Background: an optimization exercise with open tools, aiming at small area, a short achievable clock period and few clock cycles per item. Do not read the settings as production practice.
Only simulation tests tie the RTL to the original design; equivalence was not proved.
Power and IR drop assume default switching activity.

## instr_mem_pipe
module instr_mem_pipe #(
    parameter int                DATA_W = 32,
    parameter int                DEPTH  = 64,
    parameter int                ADDR_W = 32,
    parameter logic [DATA_W-1:0] FILL   = 32'h0000_0013
) (
    input  logic              clk,
    input  logic              reset_n,
    input  logic              req_valid,
    output logic              req_ready,
    input  logic [ADDR_W-1:0] req_addr,
    output logic              resp_valid,
    input  logic              resp_ready,
    output logic [DATA_W-1:0] resp_data,
    output logic              resp_fault,
    input  logic              wr_en,
    input  logic [ADDR_W-1:0] wr_addr,
    input  logic [DATA_W-1:0] wr_data,
    output logic              busy
);
    localparam int BYTES = DATA_W / 8;
    localparam int OFF   = $clog2(BYTES);
    localparam int IDX_W = $clog2(DEPTH);
    localparam logic [ADDR_W:0] LIMIT = (ADDR_W + 1)'(DEPTH * BYTES);
    logic              r_busy;
    logic [DATA_W-1:0] r_mem [DEPTH];
    logic              r_resp_valid;
    logic [DATA_W-1:0] r_resp_data;
    logic              r_resp_fault;
    logic              w_req_ok;
    logic [IDX_W-1:0]  w_req_idx;
    logic              w_wr_ok;
    logic [IDX_W-1:0]  w_wr_idx;
    logic              w_req_ready;
    logic              w_accept;
    function automatic logic addr_ok(input logic [ADDR_W-1:0] a);
        addr_ok = (a[OFF-1:0] == '0) && ({1'b0, a} < LIMIT);
    endfunction
    always_comb begin
        w_req_ok  = addr_ok(req_addr);
        w_req_idx = req_addr[OFF+IDX_W-1:OFF];
        w_wr_ok   = addr_ok(wr_addr);
        w_wr_idx  = wr_addr[OFF+IDX_W-1:OFF];
    end
    always_comb begin
        w_req_ready = !r_busy && (!r_resp_valid || resp_ready);
        w_accept    = req_valid && w_req_ready;
    end
    always_ff @(posedge clk or negedge reset_n) begin
        if (!reset_n) r_busy <= 1'b1;
        else          r_busy <= 1'b0;
    end
    logic [DATA_W-1:0] w_wdata;
    logic [DEPTH-1:0]  w_we;
    always_comb begin
        w_wdata = (wr_data & {DATA_W{!r_busy}}) | (FILL & {DATA_W{r_busy}});
        for (int i = 0; i < DEPTH; i++) begin
  ...
Settings: LEC_CHECK=0, CAP_MARGIN=20, CORE_MARGIN=2, CORE_UTILIZATION=45, SETUP_SLACK_MARGIN=1.2, SLEW_MARGIN=20; clock period 3.5 ns.
run.sh (not shown) runs the stock make flow with config.mk's settings and CLKGATE_MAP_FILE= SYNTH_SCRIPT=/design/flow/synth_recipe.tcl, a recipe that flattens the netlist after the stock synthesis.
The starting point passed the timing, design-rule and antenna checks.
Testbench counts at the start, summed over its fixed seeds: cycles 12,528, items 12,000.
==> next run, changes <==
Settings changed: CORE_UTILIZATION 45 to 40, SETUP_SLACK_MARGIN 1.2 to unset.
Worst setup slack loses 0.53 ns.
Maximum frequency went down by 17%.
Hold slack gains 0.029 ns.
Global-route usage goes down by 6.0 points.
Core utilization came out lower by 8.3 points.
Via count decreases by 3.8%.
Routed wire length came out lower by 7.0%.
Final area drops by 3.8%.
First-iteration DRC count falls by 2.0%.
Final cell count is higher by 1.1%.

Another version of the RTL of instr_mem_pipe (not shown whole).
Size in the first run: about 2200 flip-flops, about 140 I/O pins, about 81000 um2 of cells after synthesis.
Settings: LEC_CHECK=0, ABC_CLOCK_PERIOD_IN_PS=2000, CAP_MARGIN=20, CORE_MARGIN=2, CORE_UTILIZATION=42, CTS_CLUSTER_DIAMETER=90, CTS_CLUSTER_SIZE=24, SETUP_SLACK_MARGIN=1.3, SLEW_MARGIN=20; clock period 3.5 ns.
standard.sh (not shown) runs the stock make flow with config.mk's settings and CLKGATE_MAP_FILE= SYNTH_SCRIPT=/design/flow/synth_recipe.tcl, a recipe that flattens the netlist after the stock synthesis.
==> flow/flow/run.sh <==
#!/bin/bash
# The standard ORFS layout, with the port buffers made from buf_4 instead of
# the default cell (a slow delay buffer on sky130hd). Every input and output
# port still gets its own buffer. If the routed layout is left with an
# antenna violation, the layout is redone from the floorplan with the core
# utilisation raised by one point (up to twice); synthesis is kept. Each
# make run's full output goes to its own log file here.
set -euo pipefail
export BUFFER_PORTS_ARGS="-buffer_cell sky130_fd_sc_hd__buf_4"
bash standard.sh finish > orfs_flow.log 2>&1
ant=orfs/reports/${FLOW_PLATFORM:-sky130hd}/instr_mem_pipe/base/drt_antennas.log
for util in 43 44; do
  if [[ -f $ant ]] && grep -q VIOLATED "$ant"; then
    cp "$ant" "antennas_before_util_$util.log"
    bash standard.sh clean_floorplan clean_place clean_cts clean_route clean_finish \
      CORE_UTILIZATION=$util finish > "orfs_flow_util_$util.log" 2>&1
  fi
done
The baseline produced a clean layout.
Testbench counts at the start, summed over its fixed seeds: cycles 12,536, items 12,000.
==> next run, changes <==
==> flow/flow/run.sh (replaced) <==
#!/bin/bash
# The standard ORFS layout, with the port buffers made from buf_4 instead of
# the default cell (a slow delay buffer on sky130hd). Every input and output
# port still gets its own buffer. ORFS's full output goes to orfs_flow.log.
set -euo pipefail
export BUFFER_PORTS_ARGS="-buffer_cell sky130_fd_sc_hd__buf_4"
bash standard.sh finish > orfs_flow.log 2>&1
Routed wire length is unchanged.
Sequential power is about the same.
Clock-buffer cell count is unchanged.
Utilization does not change.
Non-clock buffer count does not change.
Maximum frequency is unchanged.
Sequential share of layout area stays the same.

Another version of the RTL of instr_mem_pipe (not shown whole).
Size: about 4400 cells after synthesis, roughly 140 I/O pins.
Settings: LEC_CHECK=0, ABC_CLOCK_PERIOD_IN_PS=2000, CAP_MARGIN=20, CORE_MARGIN=2, CORE_UTILIZATION=43, CTS_CLUSTER_DIAMETER=90, CTS_CLUSTER_SIZE=24, SETUP_SLACK_MARGIN=1.4, SLEW_MARGIN=20; clock period 3.5 ns.
==> flow/flow/run.sh <==
#!/bin/bash
# The standard ORFS layout, with the port buffers made from buf_4 instead of
# the default cell (a slow delay buffer on sky130hd). Every input and output
# port still gets its own buffer. If the routed layout is left with an
# antenna violation, the layout is redone from the floorplan with the core
# utilisation raised by one point (up to twice); synthesis is kept. Each
# make run's full output goes to its own log file here.
set -euo pipefail
export BUFFER_PORTS_ARGS="-buffer_cell sky130_fd_sc_hd__buf_4"
bash standard.sh finish > orfs_flow.log 2>&1
ant=orfs/reports/${FLOW_PLATFORM:-sky130hd}/instr_mem_pipe/base/drt_antennas.log
for util in 44 45; do
  if [[ -f $ant ]] && grep -q VIOLATED "$ant"; then
    cp "$ant" "antennas_before_util_$util.log"
    bash standard.sh clean_floorplan clean_place clean_cts clean_route clean_finish \
      CORE_UTILIZATION=$util finish > "orfs_flow_util_$util.log" 2>&1
  fi
done
The first run completed with no timing, DRC or antenna violations.
Testbench counts at the start, summed over its fixed seeds: cycles 12,536, items 12,000.
Rerun with:
--- a/flow/flow/run.sh
+++ b/flow/flow/run.sh
@@ -12 +12 @@
-for util in 44 45; do
+for util in 43 44; do
CORE_UTILIZATION = 42   (was 43)
SETUP_SLACK_MARGIN = 1.2   (was 1.4)
Worst setup slack got worse by 200 ps. Flip-flop and latch count does not change. Synthesized area is unchanged. Critical path depth shrinks by 4. Global-route usage barely changes. Power hardly moves. Wire length decreases by about 3%. Final cell count decreases by 1.6%. Worst hold slack is worse by 71 ps. Via count is lower by 1.9%.
Rerun with:
==> flow/flow/run.sh (replaced) <==
#!/bin/bash
# The standard ORFS layout, with the port buffers made from buf_4 instead of
# the default cell (a slow delay buffer on sky130hd). Every input and output
# port still gets its own buffer. If the routed layout is left with an
# antenna violation, routing is redone with another detailed-router seed
# (up to twice). Each make run's full output goes to its own log file here.
set -euo pipefail
export BUFFER_PORTS_ARGS="-buffer_cell sky130_fd_sc_hd__buf_4"
bash standard.sh finish > orfs_flow.log 2>&1
ant=orfs/reports/${FLOW_PLATFORM:-sky130hd}/instr_mem_pipe/base/drt_antennas.log
for try in 1 2; do
  if [[ -f $ant ]] && grep -q VIOLATED "$ant"; then
    cp "$ant" "antennas_before_reroute_$try.log"
    export OR_SEED=$((try * 17))
    bash standard.sh clean_route clean_finish finish > "orfs_reroute_$try.log" 2>&1
  fi
done
CORE_UTILIZATION = 47   (was 42)
SETUP_SLACK_MARGIN = 1.3   (was 1.2)
What happened: Worst hold slack is better by 30 ps. Routed wire length increases slightly. Via count hardly moves. Utilization rises by 6.1 points. Sequential share of layout area goes down by 0.55 points.
Rerun with:
==> flow/flow/run.sh (replaced) <==
#!/bin/bash
# The standard ORFS layout, with the port buffers made from buf_4 instead of
# the default cell (a slow delay buffer on sky130hd). Every input and output
# port still gets its own buffer. ORFS's full output goes to orfs_flow.log.
set -euo pipefail
export BUFFER_PORTS_ARGS="-buffer_cell sky130_fd_sc_hd__buf_4"
bash standard.sh finish > orfs_flow.log 2>&1
CORE_UTILIZATION = 42   (was 47)
Effect:
- The changed run produced a layout that fails on antenna violations
- clock skew decreases by 5.0 ps
- design area goes down by 0.51%
- routed wire length is lower by 2.5%
- via count drops by 1.2%
- setup slack gets better by 58 ps
Rerun with:
SETUP_SLACK_MARGIN = 1.5   (was 1.3)
Effect: This time the run completed with no timing, DRC or antenna violations; register-to-register slack gets better by 20 ps; power rises by 2.3%; routed wire length rises by 10%; count of clock-buffer cells in the layout is unchanged; non-clock buffer count rises by 250; via count rises by 6.6%; worst setup slack gets better by 45 ps; synthesized cell count does not change; cell count rises by 3.5%.

== main ==
instr_mem_pipe again, from the RTL that the note above started with.
## instr_mem_pipe
module instr_mem_pipe #(
    parameter int                DATA_W = 32,
    parameter int                DEPTH  = 64,
    parameter int                ADDR_W = 32,
    parameter logic [DATA_W-1:0] FILL   = 32'h0000_0013
) (
    input  logic              clk,
    input  logic              reset_n,
    input  logic              req_valid,
    output logic              req_ready,
    input  logic [ADDR_W-1:0] req_addr,
    output logic              resp_valid,
    input  logic              resp_ready,
    output logic [DATA_W-1:0] resp_data,
    output logic              resp_fault,
    input  logic              wr_en,
    input  logic [ADDR_W-1:0] wr_addr,
    input  logic [DATA_W-1:0] wr_data,
    output logic              busy
);
export LEC_CHECK = 0
export ABC_CLOCK_PERIOD_IN_PS = 2000
export CAP_MARGIN = 20
export CORE_MARGIN = 2
export CORE_UTILIZATION = 42
export CTS_CLUSTER_DIAMETER = 90
export CTS_CLUSTER_SIZE = 24
export GPL_TIMING_DRIVEN = 0
export SETUP_SLACK_MARGIN = 1.3
export SLEW_MARGIN = 20
create_clock -name core_clock -period 3.5 [get_ports {clk}]
==> flow/flow/run.sh <==
#!/bin/bash
# The standard ORFS layout, with the port buffers made from buf_4 instead of
# the default cell (a slow delay buffer on sky130hd). Every input and output
# port still gets its own buffer. If the routed layout is left with an
# antenna violation, routing is redone with another detailed-router seed
# (up to twice). Each make run's full output goes to its own log file here.
set -euo pipefail
export BUFFER_PORTS_ARGS="-buffer_cell sky130_fd_sc_hd__buf_4"
bash standard.sh finish > orfs_flow.log 2>&1
ant=orfs/reports/${FLOW_PLATFORM:-sky130hd}/instr_mem_pipe/base/drt_antennas.log
for try in 1 2; do
  if [[ -f $ant ]] && grep -q VIOLATED "$ant"; then
    cp "$ant" "antennas_before_reroute_$try.log"
    export OR_SEED=$((try * 17))
    bash standard.sh clean_route clean_finish finish > "orfs_reroute_$try.log" 2>&1
  fi
done
Testbench counts of main, summed over its fixed seeds: cycles 12,536, items 12,000.
### main -> the feature branch
==> flow/flow/run.sh <==
#!/bin/bash
# The standard ORFS layout, with the port buffers made from buf_4 instead of
# the default cell (a slow delay buffer on sky130hd). Every input and output
# port still gets its own buffer. If the routed layout is left with an
# antenna violation, the layout is redone from the floorplan with the core
# utilisation raised by one point (up to twice); synthesis is kept. Each
# make run's full output goes to its own log file here.
set -euo pipefail
export BUFFER_PORTS_ARGS="-buffer_cell sky130_fd_sc_hd__buf_4"
bash standard.sh finish > orfs_flow.log 2>&1
ant=orfs/reports/${FLOW_PLATFORM:-sky130hd}/instr_mem_pipe/base/drt_antennas.log
for util in 43 44; do
  if [[ -f $ant ]] && grep -q VIOLATED "$ant"; then
    cp "$ant" "antennas_before_util_$util.log"
    bash standard.sh clean_floorplan clean_place clean_cts clean_route clean_finish \
      CORE_UTILIZATION=$util finish > "orfs_flow_util_$util.log" 2>&1
  fi
done
--- a/flow/config.mk
+++ b/flow/config.mk
@@ -13,3 +13,2 @@
 export CTS_CLUSTER_SIZE = 24
-export GPL_TIMING_DRIVEN = 0
 export SETUP_SLACK_MARGIN = 1.3
[summary]
The final reports for the feature branch and main show total routed wire length on the met1 layer lower in the former.
Reported for main and the feature branch, post-synth net total turned out identical to the last digit.
Looking at worst setup path endpoint, the r_mem[50][19] result is from main; the r_mem[49][29] one comes from the feature branch.
Number of endpoints with negative hold slack in the final report: main vs the feature branch identical
From main to the feature branch the numbers moved as follows: number of clock buffers inserted by TritonCTS lost 2, number of antenna violations at the first check in global routing lost about 22%, final area lost 7800 µm², global-route wire length before repair lost about 3.4%.

static timing again, ports no longer ideal:
The results above use ideal ports. As a check the final layouts listed here were re-extracted and re-timed, cells and wires unchanged.
Step 1, drivers: a clkbuf_16 drives clk and a buf_2 each remaining input, both assumed.
Step 2, shift: input delay + t, output delay - t, t = (earliest + latest rising clock arrival at the registers) / 2. This alone moves slack from input paths to output paths.
Three values: ideal, step 1, step 2; two values: the first two.
run | t, ns | setup slack, ns | worst hold slack (ns) | worst setup path after step 2 | worst slew at a driven data input, ns
the first run of note 1 | 0.941 | 0.914 / 0.842 / 0.184 | 0.452 / 0.393 / 0.625 | input to register | 0.08
the second run of note 1 | 0.951 | 0.383 / 0.341 / -0.498 | 0.480 / 0.415 / 0.616 | input to register | 0.12
the first run of note 2 | 0.835 | 1.034 / 1.075 / 0.241 | 0.189 / 0.136 / 0.504 | input to register | 0.17
the second run of note 2 | 0.835 | 1.034 / 1.075 / 0.241 | 0.189 / 0.136 / 0.504 | input to register | 0.17
the first run of note 3 | 0.850 | 1.257 / 1.266 / 0.461 | 0.217 / 0.159 / 0.544 | input to register | 0.19
the second run of note 3 | 0.864 | 1.058 / 1.095 / 0.253 | 0.146 / 0.090 / 0.540 | input to register | 0.18
the third run of note 3 | 0.843 | 1.149 / 1.149 / 0.467 | 0.176 / 0.119 / 0.551 | input to register | 0.14
the fourth run of note 3 | 0.844 | 1.208 / 1.232 / 0.406 | 0.185 / 0.130 / 0.528 | input to register | 0.18
the fifth run of note 3 | 0.852 | 1.253 / 1.253 / 0.459 | 0.180 / 0.119 / 0.551 | input to register | 0.20
main | 0.859 | 0.995 / 1.047 / 0.188 | 0.199 / 0.137 / 0.552 | input to register | 0.22
the feature branch | 0.851 | 1.215 / 1.215 / 0.447 | 0.215 / 0.160 / 0.547 | input to register | 0.18
Met with ideal ports but missed after step 2: setup timing in the second run of note 1. The setup slack of the second run of note 1, which loses most, moves by -0.042 ns with the drivers and by -0.881 ns with both steps.
